From an optimization exercise on the open Yosys and OpenROAD flow, aimed at small area, a short achievable clock period and few clock cycles per item; shortcuts taken in it are not production practice.

==> flow/design.v (excerpt) <==
module sigmoidLayer #(
    parameter int NUM_LANES = 10
) (
    input  logic                                 clk,
    input  logic                                 rst,
    input  logic                                 inValid,
    output logic                                 inReady,
    input  sigmoidPkg::preAct_t [NUM_LANES-1:0] inData,
    output logic                                 outValid,
    input  logic                                 outReady,
    output sigmoidPkg::act_t [NUM_LANES-1:0]    outData
);
    logic sNext [NUM_LANES];
    logic [7:0] dNext [NUM_LANES];
    logic sReg [NUM_LANES];
    logic [7:0] dReg [NUM_LANES];
    logic [8:0] res [NUM_LANES];
    logic accept;
    assign inReady = !outValid || outReady;
    assign accept = inValid && inReady;
    always_ff @(posedge clk) begin
        if (rst) begin
            outValid <= 1'b0;
        end else if (inReady) begin
            outValid <= inValid;
        end
    end
    for (genvar i = 0; i < NUM_LANES; i++) begin : genLane
        sigmoidLaneIn laneIn (
            .x(inData[i]),
            .s(sNext[i]),
            .d(dNext[i])
        );
        always_ff @(posedge clk) begin
            if (accept) begin
                sReg[i] <= sNext[i];
                dReg[i] <= dNext[i];
            end
        end
        sigmoidLaneOut laneOut (
            .s(sReg[i]),
            .d(dReg[i]),
            .result(res[i])
        );
        assign outData[i] = {7'd0, res[i]};
    end
endmodule
Settings: LEC_CHECK=0, CAP_MARGIN=20, CORE_MARGIN=2, CORE_UTILIZATION=55, CTS_BUF_LIST=sky130_fd_sc_hd__clkbuf_8, PLACE_DENSITY=0.65, SETUP_SLACK_MARGIN=1.7, SLEW_MARGIN=20; clock period 4.5 ns.
standard.sh (not shown) runs the stock make flow with config.mk's settings and CLKGATE_MAP_FILE= SYNTH_SCRIPT=/design/flow/synth_recipe.tcl, a recipe that flattens the netlist after the stock synthesis.
==> flow/flow/run.sh <==
#!/bin/bash
# Standard synthesis, then the combinational logic re-mapped by ABC for area (registers kept
# as the standard synthesis made them), then the standard layout from floorplan to finish.
set -euo pipefail
W=$(pwd)
R=$W/orfs/results/${FLOW_PLATFORM}/sigmoidLayer/base
L=$W/orfs/logs/${FLOW_PLATFORM}/sigmoidLayer/base
LIB=$FLOW_HOME/platforms/${FLOW_PLATFORM}/lib/sky130_fd_sc_hd__tt_025C_1v80.lib

# 1. The standard synthesis
bash standard.sh $R/1_2_yosys.v > $W/log_1_synth.txt 2>&1
cp $R/1_2_yosys.v $W/std_1_2_yosys.v

# 1b. The same synthesis with a lighter ABC script, which keeps the structure of the
# (already optimised) RTL; used only if it gives exactly the standard synthesis's registers
SRC=$W/std_1_2_yosys.v
if [[ -f $W/flow/synth.abc ]]; then
  rm -rf $W/myscripts $W/orfs_light
  cp -r $FLOW_HOME/scripts $W/myscripts
  cp $W/flow/synth.abc $W/myscripts/abc_speed.script
  cp $W/flow/synth.abc $W/myscripts/abc_area.script
  LR=$W/orfs_light/results/${FLOW_PLATFORM}/sigmoidLayer/base
  if make -C $FLOW_HOME DESIGN_CONFIG=$FLOW_CONFIG WORK_HOME=$W/orfs_light CLKGATE_MAP_FILE= \
       SCRIPTS_DIR=$W/myscripts SYNTH_SCRIPT=$W/synth_recipe.tcl $LR/1_2_yosys.v > $W/log_1b_light_synth.txt 2>&1; then
    regs() { grep -oE "sky130_fd_sc_hd__(edfxtp|dfxtp|dfrtp|dfstp|dfbbp|dfrbp|sdf|dlx)[a-z0-9_]* +[^ ]+" $1 | sed 's/_[0-9]* / /' | sort; }
    regs $W/std_1_2_yosys.v > $W/regs_std.txt
    regs $LR/1_2_yosys.v > $W/regs_light.txt
    if cmp -s $W/regs_std.txt $W/regs_light.txt && [[ -s $W/regs_std.txt ]]; then
      SRC=$LR/1_2_yosys.v
      echo "using the light synthesis" > $W/log_1b_choice.txt
    else
      echo "registers differ: using the standard synthesis" > $W/log_1b_choice.txt
    fi
  else
    echo "light synthesis failed: using the standard synthesis" > $W/log_1b_choice.txt
  fi
fi

# 2. Re-map the combinational cells for area
python3 $W/flow/mkmap.py $LIB $W/comb_cells.v > $W/log_2_mkmap.txt 2>&1
DONTUSE=$(grep -o -- "-dont_use [A-Za-z0-9_]*" $L/1_2_yosys.log | sort -u | tr '\n' ' ')
if [[ -f $W/flow/remap.abc ]]; then
  cp $W/flow/remap.abc $W/remap.abc
else
  printf 'strash\ndch -f\nmap -a\ntopo\nstime -p\n' > $W/remap.abc
fi
# The logic from the registers to the outputs may get its own (faster) mapping first
OUTPASS=""
if [[ -f $W/flow/remap_out.abc ]]; then
  cp $W/flow/remap_out.abc $W/remap_out.abc
  OUTPASS="select -set oc o:outData %ci*:-sky130_fd_sc_hd__edfxtp_1
abc -liberty $LIB $DONTUSE -script $W/remap_out.abc @oc
select -clear"
fi
# One remap per seed of the area script (4 at a time); keep the smallest
SEEDS=${REMAP_SEEDS:-$(cat $W/flow/remap_seeds 2>/dev/null || echo 1)}
for S in $SEEDS; do
  sed "s/-S [0-9]*/-S $S/" $W/remap.abc > $W/remap_s$S.abc
  cat > $W/remap_s$S.ys <<EOS
read_liberty -lib $LIB
read_verilog $SRC
hierarchy -top $FLOW_TOP
techmap -map $W/comb_cells.v
techmap
opt -purge
$OUTPASS
abc -liberty $LIB $DONTUSE -script $W/remap_s$S.abc
opt_clean -purge
hilomap -singleton -hicell sky130_fd_sc_hd__conb_1 HI -locell sky130_fd_sc_hd__conb_1 LO
insbuf -buf sky130_fd_sc_hd__buf_4 A X
splitnets
opt_clean -purge
tee -o $W/remap_s$S.stat stat -liberty $LIB
write_verilog -noattr -noexpr -nohex -nodec $W/remap_s$S.v
EOS
  yosys -s $W/remap_s$S.ys > $W/log_2_remap_s$S.txt 2>&1 &
  while (( $(jobs -r | wc -l) >= 4 )); do sleep 1; done
done
wait
BEST=""; BESTA=""
for S in $SEEDS; do
  A=$(grep -o "Chip area for module .*: [0-9.]*" $W/remap_s$S.stat | awk '{print $NF}')
  echo "seed $S area $A" >> $W/log_2_remap_pick.txt
  if [[ -z "$BEST" ]] || python3 -c "import sys; sys.exit(0 if $A < $BESTA else 1)"; then BEST=$S; BESTA=$A; fi
done
echo "picked seed $BEST area $BESTA" >> $W/log_2_remap_pick.txt
cp $W/remap_s$BEST.v $W/remap_1_2_yosys.v
cp $W/remap_1_2_yosys.v $R/1_2_yosys.v
touch $R/1_2_yosys.v

if [[ -f $W/flow/skip_tie_fanout ]]; then export SKIP_REPAIR_TIE_FANOUT=1; fi
export BUFFER_PORTS_ARGS="-buffer_cell ${PORT_BUFFER:-sky130_fd_sc_hd__buf_1}"
bash standard.sh > $W/log_3_layout.txt 2>&1
==> flow/flow/remap_out.abc <==
strash
dch -f
map -D 300
topo
stime -p
==> flow/flow/synth.abc <==
strash
dch -f
map -a
topo
stime -p
Other scripts of this flow, unchanged in this note and not shown: flow/flow/mkmap.py, flow/flow/remap.abc, flow/flow/remap_seeds, flow/flow/skip_tie_fanout
The baseline went through all stages and came out clean.
Next try:
--- a/flow/flow/run.sh
+++ b/flow/flow/run.sh
@@ -12,27 +12,2 @@
 cp $R/1_2_yosys.v $W/std_1_2_yosys.v
-
-# 1b. The same synthesis with a lighter ABC script, which keeps the structure of the
-# (already optimised) RTL; used only if it gives exactly the standard synthesis's registers
-SRC=$W/std_1_2_yosys.v
-if [[ -f $W/flow/synth.abc ]]; then
-  rm -rf $W/myscripts $W/orfs_light
-  cp -r $FLOW_HOME/scripts $W/myscripts
-  cp $W/flow/synth.abc $W/myscripts/abc_speed.script
-  cp $W/flow/synth.abc $W/myscripts/abc_area.script
-  LR=$W/orfs_light/results/${FLOW_PLATFORM}/sigmoidLayer/base
-  if make -C $FLOW_HOME DESIGN_CONFIG=$FLOW_CONFIG WORK_HOME=$W/orfs_light CLKGATE_MAP_FILE= \
-       SCRIPTS_DIR=$W/myscripts SYNTH_SCRIPT=$W/synth_recipe.tcl $LR/1_2_yosys.v > $W/log_1b_light_synth.txt 2>&1; then
-    regs() { grep -oE "sky130_fd_sc_hd__(edfxtp|dfxtp|dfrtp|dfstp|dfbbp|dfrbp|sdf|dlx)[a-z0-9_]* +[^ ]+" $1 | sed 's/_[0-9]* / /' | sort; }
-    regs $W/std_1_2_yosys.v > $W/regs_std.txt
-    regs $LR/1_2_yosys.v > $W/regs_light.txt
-    if cmp -s $W/regs_std.txt $W/regs_light.txt && [[ -s $W/regs_std.txt ]]; then
-      SRC=$LR/1_2_yosys.v
-      echo "using the light synthesis" > $W/log_1b_choice.txt
-    else
-      echo "registers differ: using the standard synthesis" > $W/log_1b_choice.txt
-    fi
-  else
-    echo "light synthesis failed: using the standard synthesis" > $W/log_1b_choice.txt
-  fi
-fi
 
@@ -60,3 +35,3 @@
 read_liberty -lib $LIB
-read_verilog $SRC
+read_verilog $W/std_1_2_yosys.v
 hierarchy -top $FLOW_TOP
==> flow/flow/remap_out.abc (replaced) <==
strash
dch -f
map -D 500
topo
stime -p
removed: flow/flow/synth.abc
Wire length went up by a few percent.
Synthesized area grows slightly.
Final area climbs slightly.
Via count goes up by a few percent.
Non-clock buffer count drops by 12.
No run of this note included a check of the RTL's function; only the layout flow was run.

[re-timing with driven ports]
The results above use ideal ports. As a check the final layouts listed here were re-extracted and re-timed, cells and wires unchanged.
Step 1 (the two cells are an assumption about what drives the block):
set clk [get_ports {clk}]
set_driving_cell -lib_cell sky130_fd_sc_hd__clkbuf_16 $clk
set_driving_cell -lib_cell sky130_fd_sc_hd__buf_2 [delete_from_list [all_inputs] $clk]
Step 2 times the ports against the registers' clock, not the clock port: input delays grow and output delays shrink by t, the midpoint of the rising clock arrivals with the driver on.
a / b / c = ideal ports / drivers / drivers and shift; a / b = the first two.
run	t (ns)	setup WS [ns]	hold slack, ns	pins driven straight from the clock port
the first run	0.402	1.787 / 1.799 / 1.400	0.613 / 0.613 / 0.613	1
the second run	0.403	1.861 / 1.827 / 1.443	0.541 / 0.541 / 0.541	1
After both steps every run listed still meets setup and hold. The setup slack of the second run, which loses most, moves by -0.034 ns with the drivers and by -0.418 ns with both steps.
